This design comes from an exercise in tuning for small area, a short achievable clock period and few clock cycles on the open sky130 flow, not from production work. Only simulation tests tie the RTL to the original design; equivalence was not proved.

==> v31: inputs <==
## conv2d_stream
module conv2d_stream #(
  parameter int IMAGE_WIDTH  = 64,
  parameter int IMAGE_HEIGHT = 64,
  parameter int FILTER_SIZE  = 3,
  parameter int STRIDE       = 1,
  parameter int DATA_W       = 8,
  parameter int COEF_W       = 8,
  parameter int ACC_W        = 20
) (
  input  logic                                          clk,
  input  logic                                          rst,
  input  logic                                          start,
  input  logic [FILTER_SIZE*FILTER_SIZE*COEF_W-1:0]     filter,
  input  logic [DATA_W-1:0]                             pix_in,
  input  logic                                          pix_valid,
  output logic                                          pix_ready,
  output logic [ACC_W-1:0]                              res_out,
  output logic                                          res_valid,
  input  logic                                          res_ready,
  output logic                                          busy,
  output logic                                          done,
  output logic [$clog2(IMAGE_HEIGHT)-1:0]               row_count,
  output logic [$clog2(IMAGE_WIDTH)-1:0]                col_count
);
Settings: LEC_CHECK=0, CAP_MARGIN=20, CORE_MARGIN=2, CORE_UTILIZATION=40, CTS_CLUSTER_DIAMETER=80, CTS_CLUSTER_SIZE=30, PLACE_DENSITY=0.6, SLEW_MARGIN=20, SYNTH_HIERARCHICAL=1; clock period 12.0 ns.
standard.sh (not shown) runs the stock make flow with config.mk's settings and CLKGATE_MAP_FILE= SYNTH_SCRIPT=/design/flow/synth_recipe.tcl, a recipe that flattens the netlist after the stock synthesis.
==> flow/flow/run.sh <==
#!/bin/bash
# The standard layout (standard.sh: the standard flow's synthesis and ORFS flow), with
# faster port buffers and timing repair aimed below the 12 ns clock.
set -euo pipefail
bash standard.sh \
  BUFFER_PORTS_ARGS="-buffer_cell sky130_fd_sc_hd__buf_2" \
  SETUP_SLACK_MARGIN=8.4 \
  TNS_END_PERCENT=0 \
  finish > flow_make.log 2>&1
==> inputs of v27, as changes to v31 <==
--- a/flow/design.v
+++ b/flow/design.v
@@ -24,90 +24,73 @@
 );
   localparam int M = 45;    
   logic        pr_q, busy_q, done_q, rv_q, all_in, fin, v1, v2;
   logic [5:0]  rc_q, cc_q;
   logic [5:0]  rot;
-  logic [5:0]  ed_r, ed_c, ei_c;
-  logic signed [8:0] dd, di;
-  logic [11:0] cnt_nx;
-  logic [5:0]  rot_nx, ed_r_nx, ed_c_nx, ei_c_nx;
+  logic [11:0] ed;
+  logic [11:0] ed_nx, cnt_nx;
+  logic [5:0]  rot_nx;
   logic        rot_wrap, last_pix, ed_last, issue;
   logic        lag00, lag01, lag10, lag11;
-  logic signed [8:0] dd00, dd01, dd10, dd11, di0, di1, di0i, di1i;
   cv_ctl #(.M(M)) u_ctl (
-    .rc(rc_q), .cc(cc_q), .busy(busy_q), .fin(fin), .rot(rot),
-    .ed_r(ed_r), .ed_c(ed_c), .ei_c(ei_c), .dd(dd), .di(di),
-    .cnt_nx(cnt_nx), .rot_nx(rot_nx), .rot_wrap(rot_wrap),
-    .ed_r_nx(ed_r_nx), .ed_c_nx(ed_c_nx), .ei_c_nx(ei_c_nx),
+    .row_count(rc_q), .col_count(cc_q), .all_in(all_in),
+    .busy(busy_q), .fin(fin), .v1(v1), .v2(v2), .rot(rot), .ed(ed),
+    .ed_nx(ed_nx), .cnt_nx(cnt_nx), .rot_nx(rot_nx), .rot_wrap(rot_wrap),
     .last_pix(last_pix), .ed_last(ed_last), .issue(issue),
-    .lag00(lag00), .lag01(lag01), .lag10(lag10), .lag11(lag11),
-    .dd00(dd00), .dd01(dd01), .dd10(dd10), .dd11(dd11),
-    .di0(di0), .di1(di1), .di0i(di0i), .di1i(di1i)
+    .lag00(lag00), .lag01(lag01), .lag10(lag10), .lag11(lag11)
   );
   logic acc, start_e, pop, ofree, deliver, drop, lag_ok;
-  logic all_in_n, fin_n, rv_n, done_n, pr_n, busy_n;
-  logic [11:0] cnt_n;
-  logic signed [8:0] dd_n;
+  logic all_in_n, fin_n, rv_n, done_n;
   assign acc      = pix_valid & pr_q;
   assign start_e  = start & ~busy_q & ~done_q;
   assign ofree    = ~rv_q | res_ready;
   assign pop      = rv_q & res_ready;
   assign deliver  = v2 & ofree;
   assign drop     = v2 & ~ofree;
   assign lag_ok   = acc ? (deliver ? lag11 : lag10) : (deliver ? lag01 : lag00);
-  assign dd_n     = acc ? (deliver ? dd11 : dd10) : (deliver ? dd01 : dd00);
   assign all_in_n = all_in | (acc & last_pix);
   assign fin_n    = fin | (deliver & ed_last);
   assign rv_n     = deliver | (rv_q & ~pop);
   assign done_n   = busy_q & fin_n & ~rv_n;
-  assign busy_n   = start_e | (busy_q & ~done_n);
-  assign pr_n     = start_e | (busy_q & ~all_in_n & lag_ok & (acc | rot_wrap));
-  assign cnt_n    = start_e ? 12'd0 : (acc ? cnt_nx : {rc_q, cc_q});
+  logic pr_n, busy_n;
+  logic [11:0] cnt_n;
+  assign busy_n = start_e | (busy_q & ~done_n);
+  assign pr_n   = start_e | (busy_q & ~all_in_n & lag_ok & (acc | rot_wrap));
+  assign cnt_n  = start_e ? 12'd0 : (acc ? cnt_nx : {rc_q, cc_q});
   always_ff @(posedge clk) begin
     if (rst) begin
       pr_q      <= 1'b0;
       busy_q    <= 1'b0;
       done_q    <= 1'b0;
       rv_q      <= 1'b0;
+      all_in    <= 1'b0;
+      fin       <= 1'b0;
+      rot       <= '0;
+      ed        <= {6'd2, 6'd2};
+      v1        <= 1'b0;
+      v2        <= 1'b0;
       {rc_q, cc_q} <= '0;
     end else begin
       pr_q      <= pr_n;
       busy_q    <= busy_n;
       done_q    <= done_n;
       rv_q      <= rv_n;
       {rc_q, cc_q} <= cnt_n;
-    end
-  end
-  always_ff @(posedge clk) begin
-    if (rst || start_e) begin
-      all_in <= 1'b0;
-      fin    <= 1'b0;
-      rot    <= '0;
-      v1     <= 1'b0;
-      v2     <= 1'b0;
-      ed_r   <= 6'd2;
-      ed_c   <= 6'd2;
-      ei_c   <= 6'd2;
-      dd     <= -9'sd131;
-      di     <= -9'sd131;
-    end else begin
-      all_in <= all_in_n & ~done_n;
-      fin    <= fin_n & ~done_n;
-      rot    <= acc ? 6'd0 : rot_nx;
-      v1     <= issue & ~drop;
-      v2     <= v1 & ~drop;
-      dd     <= dd_n;
-      if (deliver) begin
-        ed_r <= ed_r_nx;
-        ed_c <= ed_c_nx;
-      end
-      if (drop) begin
-        ei_c <= ed_c;
-        di   <= dd_n;
+      if (start_e) begin
+        all_in    <= 1'b0;
+        fin       <= 1'b0;
+        rot       <= '0;
+        ed        <= {6'd2, 6'd2};
+        v1        <= 1'b0;
+        v2        <= 1'b0;
       end else begin
-        if (issue) ei_c <= ei_c_nx;
-        di <= acc ? (issue ? di1i : di1) : (issue ? di0i : di0);
+        all_in <= all_in_n & ~done_n;
+        fin    <= fin_n & ~done_n;
+        rot    <= acc ? 6'd0 : rot_nx;
+        v1     <= issue & ~drop;
+        v2     <= v1 & ~drop;
+        if (deliver) ed <= ed_nx;
       end
     end
   end
   always_ff @(posedge clk) begin
     if (rst) begin
@@ -3503,71 +3486,56 @@
   end
 endmodule
 module cv_ctl #(
   parameter int M = 45
 ) (
-  input  logic [5:0]  rc,
-  input  logic [5:0]  cc,
+  input  logic [5:0]  row_count,
+  input  logic [5:0]  col_count,
+  input  logic        all_in,
   input  logic        busy,
   input  logic        fin,
+  input  logic        v1,
+  input  logic        v2,
   input  logic [5:0]  rot,
-  input  logic [5:0]  ed_r,
-  input  logic [5:0]  ed_c,
-  input  logic [5:0]  ei_c,
-  input  logic signed [8:0] dd,
-  input  logic signed [8:0] di,
+  input  logic [11:0] ed,
+  output logic [11:0] ed_nx,
   output logic [11:0] cnt_nx,
   output logic [5:0]  rot_nx,
   output logic        rot_wrap,
-  output logic [5:0]  ed_r_nx,
-  output logic [5:0]  ed_c_nx,
-  output logic [5:0]  ei_c_nx,
   output logic        last_pix,
   output logic        ed_last,
   output logic        issue,
   output logic        lag00,
   output logic        lag01,
   output logic        lag10,
-  output logic        lag11,
-  output logic signed [8:0] dd00,
-  output logic signed [8:0] dd01,
-  output logic signed [8:0] dd10,
-  output logic signed [8:0] dd11,
-  output logic signed [8:0] di0,
-  output logic signed [8:0] di1,
-  output logic signed [8:0] di0i,
-  output logic signed [8:0] di1i
+  output logic        lag11
 );
   localparam int AMAX = 3;    
-  logic       ed_end, ei_end;
-  logic [1:0] a;
-  logic       a_ok;
-  assign cnt_nx   = {rc, cc} + 12'd1;
+  logic [12:0] pn;            
+  logic [1:0]  step, step2;
+  logic signed [12:0] d, di;
+  logic [1:0]  a;
+  logic        a_ok;
+  assign pn       = {all_in, row_count, col_count};
+  assign cnt_nx   = {row_count, col_count} + 12'd1;
   assign rot_wrap = (rot == 6'(M - 1));
   assign rot_nx   = rot_wrap ? 6'd0 : rot + 6'd1;
-  assign last_pix = (rc == 6'd63) & (cc == 6'd63);
-  assign ed_end  = (ed_c == 6'd63);
-  assign ei_end  = (ei_c == 6'd63);
-  assign ed_c_nx = ed_end ? 6'd2 : ed_c + 6'd1;
-  assign ed_r_nx = ed_end ? ed_r + 6'd1 : ed_r;
-  assign ei_c_nx = ei_end ? 6'd2 : ei_c + 6'd1;
-  assign ed_last = ed_end & (ed_r == 6'd63);
-  assign dd00  = dd;
-  assign dd10  = dd + 9'sd1;
-  assign dd01  = ed_end ? dd - 9'sd3 : dd - 9'sd1;
-  assign dd11  = ed_end ? dd - 9'sd2 : dd;
-  assign lag00 = dd00 <= 9'sd2;
-  assign lag10 = dd10 <= 9'sd2;
-  assign lag01 = dd01 <= 9'sd2;
-  assign lag11 = dd11 <= 9'sd2;
-  assign di0   = di;
-  assign di1   = di + 9'sd1;
-  assign di0i  = ei_end ? di - 9'sd3 : di - 9'sd1;
-  assign di1i  = ei_end ? di - 9'sd2 : di;
+  assign last_pix = (row_count == 6'd63) & (col_count == 6'd63);
+  assign ed_last  = (ed == 12'hfff);
+  assign step     = (ed[5:0] == 6'd63) ? 2'd3 : 2'd1;
+  assign ed_nx    = ed + 12'(step);
+  assign step2    = (ed_nx[5:0] == 6'd63) ? 2'd3 : 2'd1;
+  assign d     = $signed(pn - 13'd1 - {1'b0, ed});
+  assign lag00 = d <= $signed(13'(AMAX - 1));
+  assign lag10 = d <= $signed(13'(AMAX - 2));
+  assign lag01 = d - $signed({11'd0, step}) <= $signed(13'(AMAX - 1));
+  assign lag11 = d - $signed({11'd0, step}) <= $signed(13'(AMAX - 2));
   assign a_ok  = (rot == 6'd0) || (rot >= 6'(M - AMAX));
   assign a     = (rot == 6'd0) ? 2'd0 : 2'(6'(M) - rot);
-  assign issue = busy & ~fin & a_ok & (di == $signed({7'd0, a}));
+  assign di    = (v1 & v2) ? d - $signed({11'd0, step}) - $signed({11'd0, step2}) :
+                 (v1 | v2) ? d - $signed({11'd0, step}) : d;
+  assign issue = busy & ~fin & a_ok & (di == $signed({11'd0, a}));
 endmodule
 module cv_fa (
   input  logic a,
   input  logic b,
   input  logic c,
--- a/flow/config.mk
+++ b/flow/config.mk
@@ -6,10 +6,8 @@
 export NUM_CORES = 4
 export LEC_CHECK = 0
 export CAP_MARGIN = 20
 export CORE_MARGIN = 2
 export CORE_UTILIZATION = 40
-export CTS_CLUSTER_DIAMETER = 80
-export CTS_CLUSTER_SIZE = 30
 export PLACE_DENSITY = 0.6
 export SLEW_MARGIN = 20
 export SYNTH_HIERARCHICAL = 1
==> comparison <==
Between v31 and v27, the lower die area is in v27 (gap about 2.3%, measured against v27).
Against v31, the register-to-register slack of v27 is lower by 400 ps.
Between v27 and v31, the lower final area is in v31 (gap about 4.6%, measured against v31).
Sequential cell count: v27 is lower than v31 (24).
Against v31, the area after synthesis of v27 is smaller by about 2.3%.
In v31 the global-route usage is lower than in v27, by 1.2 points.
Testbench counts of v31, summed over its fixed seeds: cycles 98,448.
Testbench counts of v27, summed over its fixed seeds: cycles 98,448.

* * *

==> inputs of 08-14 <==
conv2d_stream, a different RTL version from the one above (not shown whole).
==> flow/config.mk <==
export PLATFORM = sky130hd
export DESIGN_NAME = conv2d_stream
export DESIGN_NICKNAME = conv2d_stream
export VERILOG_FILES = /design/flow/design.v
export SDC_FILE = /design/flow/constraint.sdc
export NUM_CORES = 4
export LEC_CHECK = 0
export CAP_MARGIN = 20
export CORE_MARGIN = 2
export CORE_UTILIZATION = 60
export PLACE_DENSITY = 0.75
export SLEW_MARGIN = 20
export SYNTH_HIERARCHICAL = 1
==> flow/constraint.sdc <==
create_clock -name core_clock -period 12.0 [get_ports {clk}]
set_input_delay 2.4000 -clock core_clock [delete_from_list [all_inputs] [get_ports {clk}]]
set_output_delay 2.4000 -clock core_clock [all_outputs]
set_load 0.01 [all_outputs]
Scripts as last shown in full above: flow/flow/run.sh
==> inputs of 03-08, as changes to 08-14 <==
CORE_UTILIZATION = 40   (was 60)
PLACE_DENSITY = 0.6   (was 0.75)
==> summary of the runs <==
Between 03-08 and 08-14, the lower via count is in 03-08 (gap 2.4%, measured against 08-14). Synthesized cell count is the same in 08-14 and 03-08. In critical path depth, 03-08 and 08-14 do not differ. Final area: 08-14 is smaller than 03-08 (about 1.5%). Flip-flop and latch count is the same in 08-14 and 03-08. Of 03-08 and 08-14, 08-14 has the higher clock skew (gap 0.058 ns). Synthesized area is the same in 08-14 and 03-08. Final cell count: 03-08 is higher than 08-14 (12%).
==> figures <==
Status: 03-08 finished clean; 08-14 finished clean
Worst hold slack after final layout: 03-08 0.308 ns; 08-14 0.255 ns
Die Footprint: 03-08 0.116 mm²; 08-14 0.0778 mm²
Final layout net count: 03-08 4038; 08-14 4021
# placed instances: 03-08 4715; 08-14 4180
Starting utilization of the core area: 03-08 0.403; 08-14 0.607
Setup crit end: 03-08 res_out[7]; 08-14 res_out[16]
Number of global-route vias before repair: 03-08 24500; 08-14 25500
Count of clock-net buffers in the final layout: 03-08 191; 08-14 159
Crit Path Max Fanout: 03-08 4; 08-14 6
Rel. slew slack: 03-08 0.306; 08-14 0.439
Number of buffers created by CTS: 03-08 132; 08-14 117
Met2 WL: 03-08 44800 µm; 08-14 48100 µm
Largest net degree at the start of global routing: 03-08 69; 08-14 60
Final std cell area, no fill: 03-08 0.0518 mm²; 08-14 0.0510 mm²
FF-to-FF End: 03-08 res_out[7]; 08-14 res_out[16]
Testbench counts of 08-14, summed over its fixed seeds: cycles 98,424.
Testbench counts of 03-08, summed over its fixed seeds: cycles 98,424.

* * *

==> v24: inputs <==
Another version of the RTL of conv2d_stream (not shown whole).
==> module conv2d_stream, before the edit <==
module conv2d_stream #(
  parameter int IMAGE_WIDTH  = 64,
  parameter int IMAGE_HEIGHT = 64,
  parameter int FILTER_SIZE  = 3,
  parameter int STRIDE       = 1,
  parameter int DATA_W       = 8,
  parameter int COEF_W       = 8,
  parameter int ACC_W        = 20
) (
  input  logic                                          clk,
  input  logic                                          rst,
  input  logic                                          start,
  input  logic [FILTER_SIZE*FILTER_SIZE*COEF_W-1:0]     filter,
  input  logic [DATA_W-1:0]                             pix_in,
  input  logic                                          pix_valid,
  output logic                                          pix_ready,
  output logic [ACC_W-1:0]                              res_out,
  output logic                                          res_valid,
  input  logic                                          res_ready,
  output logic                                          busy,
  output logic                                          done,
  output logic [$clog2(IMAGE_HEIGHT)-1:0]               row_count,
  output logic [$clog2(IMAGE_WIDTH)-1:0]                col_count
);
  localparam int W    = IMAGE_WIDTH;
  localparam int NTAP = 2 * W + 3;
  logic pr_q;           
  logic busy_q, done_q;
  logic all_in;         
  logic wfresh;         
  logic s1v;            
  logic e1v;            
  logic [ACC_W-1:0] e1;
  logic acc, start_e, hit, last_pix, pop, push, adv;
  logic all_in_n, wfresh_n, s1v_n, rv_n, e1v_n, empty_n, done_n;
  assign pix_ready = pr_q;
  assign busy      = busy_q;
  assign done      = done_q;
  assign acc      = pix_valid & pr_q;
  assign start_e  = start & ~busy_q & ~done_q;
  assign last_pix = (row_count == 6'd63) & (col_count == 6'd63);
  assign hit      = acc & (|row_count[5:1]) & (|col_count[5:1]);
  assign adv      = ~e1v;
  assign pop      = res_valid & res_ready;
  assign push     = adv & s1v;
  assign all_in_n = all_in | (acc & last_pix);
  assign wfresh_n = hit | (wfresh & ~adv);
  assign s1v_n    = adv ? wfresh : s1v;
  assign rv_n     = (res_valid & ~pop) | e1v | push;
  assign e1v_n    = (res_valid & ~pop & (e1v | push)) | (e1v & push);
  assign empty_n  = ~wfresh_n & ~s1v_n & ~rv_n;
  assign done_n   = busy_q & all_in_n & empty_n;
  always_ff @(posedge clk) begin
    if (rst) begin
      pr_q      <= 1'b0;
      busy_q    <= 1'b0;
      done_q    <= 1'b0;
      all_in    <= 1'b0;
      wfresh    <= 1'b0;
      s1v       <= 1'b0;
      res_valid <= 1'b0;
      e1v       <= 1'b0;
      row_count <= '0;
      col_count <= '0;
    end else begin
      done_q    <= done_n;
      busy_q    <= start_e | (busy_q & ~done_n);
      all_in    <= start_e ? 1'b0 : all_in_n & ~done_n;
      pr_q      <= start_e | (busy_q & ~all_in_n & ~e1v_n);
      wfresh    <= wfresh_n;
      s1v       <= s1v_n;
      res_valid <= rv_n;
      e1v       <= e1v_n;
      if (start_e) begin
        row_count <= '0;
        col_count <= '0;
      end else if (acc) begin
        col_count <= col_count + 1'b1;
        if (col_count == 6'd63) row_count <= row_count + 1'b1;
      end
    end
  end
  logic [71:0] filt_q;
  logic [7:0]  chain [NTAP];
  always_ff @(posedge clk) begin
    if (start_e) filt_q <= filter;
  end
  always_ff @(posedge clk) begin
    if (acc) begin
      chain[0] <= pix_in;
      for (int k = 1; k < NTAP; k++) chain[k] <= chain[k-1];
    end
  end
  logic signed [15:0] prod [9];
  always_ff @(posedge clk) begin
    if (adv) begin
      for (int i = 0; i < 3; i++)
        for (int j = 0; j < 3; j++)
          prod[3*i+j] <= $signed({1'b0, chain[(2-i)*W + (2-j)]}) *
                         $signed(filt_q[8*(3*i+j) +: 8]);
    end
  end
  logic signed [ACC_W-1:0] sum;
  always_comb begin
    sum = '0;
    for (int k = 0; k < 9; k++) sum = sum + ACC_W'(prod[k]);
  end
  always_ff @(posedge clk) begin
    if (pop | ~res_valid) res_out <= e1v ? e1 : sum;
    if (push) e1 <= sum;
  end
endmodule
clock: 12.0 ns
lec_check: 0
cap_margin: 20
core_margin: 2
core_utilization: 40
place_density: 0.6
slew_margin: 20
run.sh (not shown) runs the stock make flow with config.mk's settings and CLKGATE_MAP_FILE= SYNTH_SCRIPT=/design/flow/synth_recipe.tcl, a recipe that flattens the netlist after the stock synthesis.
Stock flow here: none of the scripts above is used.
==> inputs of v3, as changes to v24 <==
==> flow/design.v (replaced) <==
module conv2d_stream #(
  parameter int IMAGE_WIDTH  = 64,
  parameter int IMAGE_HEIGHT = 64,
  parameter int FILTER_SIZE  = 3,
  parameter int STRIDE       = 1,
  parameter int DATA_W       = 8,
  parameter int COEF_W       = 8,
  parameter int ACC_W        = 20
) (
  input  logic                                          clk,
  input  logic                                          rst,
  input  logic                                          start,
  input  logic [FILTER_SIZE*FILTER_SIZE*COEF_W-1:0]     filter,
  input  logic [DATA_W-1:0]                             pix_in,
  input  logic                                          pix_valid,
  output logic                                          pix_ready,
  output logic [ACC_W-1:0]                              res_out,
  output logic                                          res_valid,
  input  logic                                          res_ready,
  output logic                                          busy,
  output logic                                          done,
  output logic [$clog2(IMAGE_HEIGHT)-1:0]               row_count,
  output logic [$clog2(IMAGE_WIDTH)-1:0]                col_count
);
  localparam int K   = FILTER_SIZE;
  localparam int CW  = $clog2(IMAGE_WIDTH);
  localparam int RW  = $clog2(IMAGE_HEIGHT);
  localparam int PHW = (STRIDE > 1) ? $clog2(STRIDE) : 1;
  localparam logic [CW-1:0]  COL_LAST = CW'(IMAGE_WIDTH - 1);
  localparam logic [RW-1:0]  ROW_LAST = RW'(IMAGE_HEIGHT - 1);
  localparam logic [CW-1:0]  COL_K1   = CW'(K - 1);
  localparam logic [RW-1:0]  ROW_K1   = RW'(K - 1);
  localparam logic [PHW-1:0] PH_LAST  = PHW'(STRIDE - 1);
  typedef enum logic [1:0] {
    IDLE,
    RUN,
    FLUSH,
    DONE
  } state_t;
  state_t state, state_n;
  logic [K*K*COEF_W-1:0] filt_q;
  logic [DATA_W-1:0]     lb  [K-1][IMAGE_WIDTH];
  logic [DATA_W-1:0]     win [K][K-1];
  logic [DATA_W-1:0]     wf  [K][K];
  logic signed [ACC_W-1:0] sum;
  logic [PHW-1:0] row_ph, col_ph;
  logic accept, hit;
  logic col_last, row_last, last_pix;
  logic col_ge, row_ge;
  assign col_last = (col_count == COL_LAST);
  assign row_last = (row_count == ROW_LAST);
  assign last_pix = col_last && row_last;
  assign col_ge   = (col_count >= COL_K1);
  assign row_ge   = (row_count >= ROW_K1);
  assign pix_ready = (state == RUN) && (!res_valid || res_ready);
  assign accept    = pix_valid && pix_ready;
  assign hit       = accept && row_ge && col_ge &&
                     (row_ph == '0) && (col_ph == '0);
  assign busy = (state == RUN) || (state == FLUSH);
  assign done = (state == DONE);
  always_ff @(posedge clk) begin
    if (rst) state <= IDLE;
    else     state <= state_n;
  end
  always_comb begin
    state_n = state;
    unique case (state)
      IDLE:  if (start) state_n = RUN;
      RUN:   if (accept && last_pix) state_n = FLUSH;
      FLUSH: if (!res_valid || res_ready) state_n = DONE;
      DONE:  state_n = IDLE;
      default: state_n = IDLE;
    endcase
  end
  always_ff @(posedge clk) begin
    if (rst) begin
      row_count <= '0;
      col_count <= '0;
      row_ph    <= '0;
      col_ph    <= '0;
    end else if (state == IDLE && start) begin
      row_count <= '0;
      col_count <= '0;
      row_ph    <= '0;
      col_ph    <= '0;
    end else if (accept) begin
      if (col_last) begin
        col_count <= '0;
        col_ph    <= '0;
        if (row_last) begin
          row_count <= '0;
          row_ph    <= '0;
        end else begin
          row_count <= row_count + 1'b1;
          if (!row_ge || row_ph == PH_LAST) row_ph <= '0;
          else                              row_ph <= row_ph + 1'b1;
        end
      end else begin
        col_count <= col_count + 1'b1;
        if (!col_ge || col_ph == PH_LAST) col_ph <= '0;
        else                              col_ph <= col_ph + 1'b1;
      end
    end
  end
  always_ff @(posedge clk) begin
    if (state == IDLE && start) filt_q <= filter;
  end
  always_comb begin
    for (int i = 0; i < K; i++) begin
      for (int j = 0; j < K - 1; j++) begin
        wf[i][j] = win[i][j];
      end
    end
    for (int i = 0; i < K - 1; i++) begin
      wf[i][K-1] = lb[i][col_count];
    end
    wf[K-1][K-1] = pix_in;
  end
  always_comb begin
    sum = '0;
    for (int i = 0; i < K; i++) begin
      for (int j = 0; j < K; j++) begin
        sum = sum +
          ACC_W'($signed({1'b0, wf[i][j]})) *
          ACC_W'($signed(filt_q[(i*K+j)*COEF_W +: COEF_W]));
      end
    end
  end
  always_ff @(posedge clk) begin
    if (accept) begin
      for (int i = 0; i < K; i++) begin
        for (int j = 0; j < K - 2; j++) begin
          win[i][j] <= win[i][j+1];
        end
        win[i][K-2] <= wf[i][K-1];
      end
      for (int i = 0; i < K - 2; i++) begin
        lb[i][col_count] <= lb[i+1][col_count];
      end
      lb[K-2][col_count] <= pix_in;
    end
  end
  always_ff @(posedge clk) begin
    if (rst) begin
      res_valid <= 1'b0;
      res_out   <= '0;
    end else if (hit) begin
      res_valid <= 1'b1;
      res_out   <= sum;
    end else if (res_ready) begin
      res_valid <= 1'b0;
    end
  end
endmodule
==> notes.md <==
- The largest registers in the layout are lb x1024, filt_q x72, win x48.
- The area of the core is 164400 um2.
- The delay of the slowest critical-path stage is 0.80 ns.
- Once detailed placement completed, the half-perimeter wirelength came to 130.5 mm.
- The register with the most flip-flops in the layout has 1024 of them.
- The minimum setup slack after placement is 1.129 ns.
- The flow ran to the end and the layout has no timing, DRC or antenna violations.
- The non-clock inverters instantiated in the layout total 741.
the above is filed under v3

==> notes.md <==
- For this run, the slowest stage of the critical path takes 0.85 ns.
- The flip-flop count of the largest register, all copies and words added is 1048.
- The largest registers in the layout are chain x1048, prod x144, filt_q x72.
- The area of the core is 156400 um2.
- The HPWL reported at the end of detailed placement is 75.70 mm.
- Timing analysis after detailed placement gives a worst setup slack of 6.132 ns.
- The run finished with no timing, DRC or antenna violations.
- The synthesized netlist occupies a cell area of 63100 um2.
- Once placement finished, the instance area stood at 66990 um2.
the above is filed under v24

Testbench counts of v24, summed over its fixed seeds: cycles 98,424.
Testbench counts of v3, summed over its fixed seeds: cycles 98,376.

## re-timing with driven ports
How much do the figures lean on ideal ports? The routed layouts below were timed once more, with nothing changed but the port constraints. Step 1: set_driving_cell puts a clkbuf_16 on clk and a buf_2 on each other input, an assumption about the parent block. Step 2 adds t to the input delays and takes it off the output delays; t is the mean of the earliest and latest rising clock arrival at the registers after step 1. Input paths then give back, and output paths get back, about the clock's delay inside the block. Slacks: ideal ports / drivers / drivers and shift; pairs: ideal ports / drivers.
| run | t, ns | setup slack, ns | hold slack, ns | clock arrival spread, ns |
|---|---|---|---|---|
| v31 | 0.752 | 8.195 / 8.126 / 7.781 | 0.306 / 0.306 / 0.306 | 0.035 / 0.035 |
| v27 | 0.809 | 8.151 / 8.151 / 7.811 | 0.305 / 0.305 / 0.305 | 0.029 / 0.030 |
| 08-14 | 0.758 | 7.892 / 7.892 / 7.828 | 0.255 / 0.255 / 0.255 | 0.093 / 0.092 |
| 03-08 | 0.773 | 7.916 / 7.916 / 7.745 | 0.308 / 0.308 / 0.308 | 0.035 / 0.036 |
| v24 | 0.826 | 7.077 / 7.132 / 6.306 | 0.399 / 0.399 / 0.399 | 0.031 / 0.032 |
| v3 | 0.849 | 1.073 / 1.073 / 1.073 | 0.434 / 0.434 / 0.434 | 0.074 / 0.074 |
After both steps setup and hold are still met in every run listed. The setup slack of v24, which loses most, moves by +0.055 ns with the drivers and by -0.771 ns with both steps.
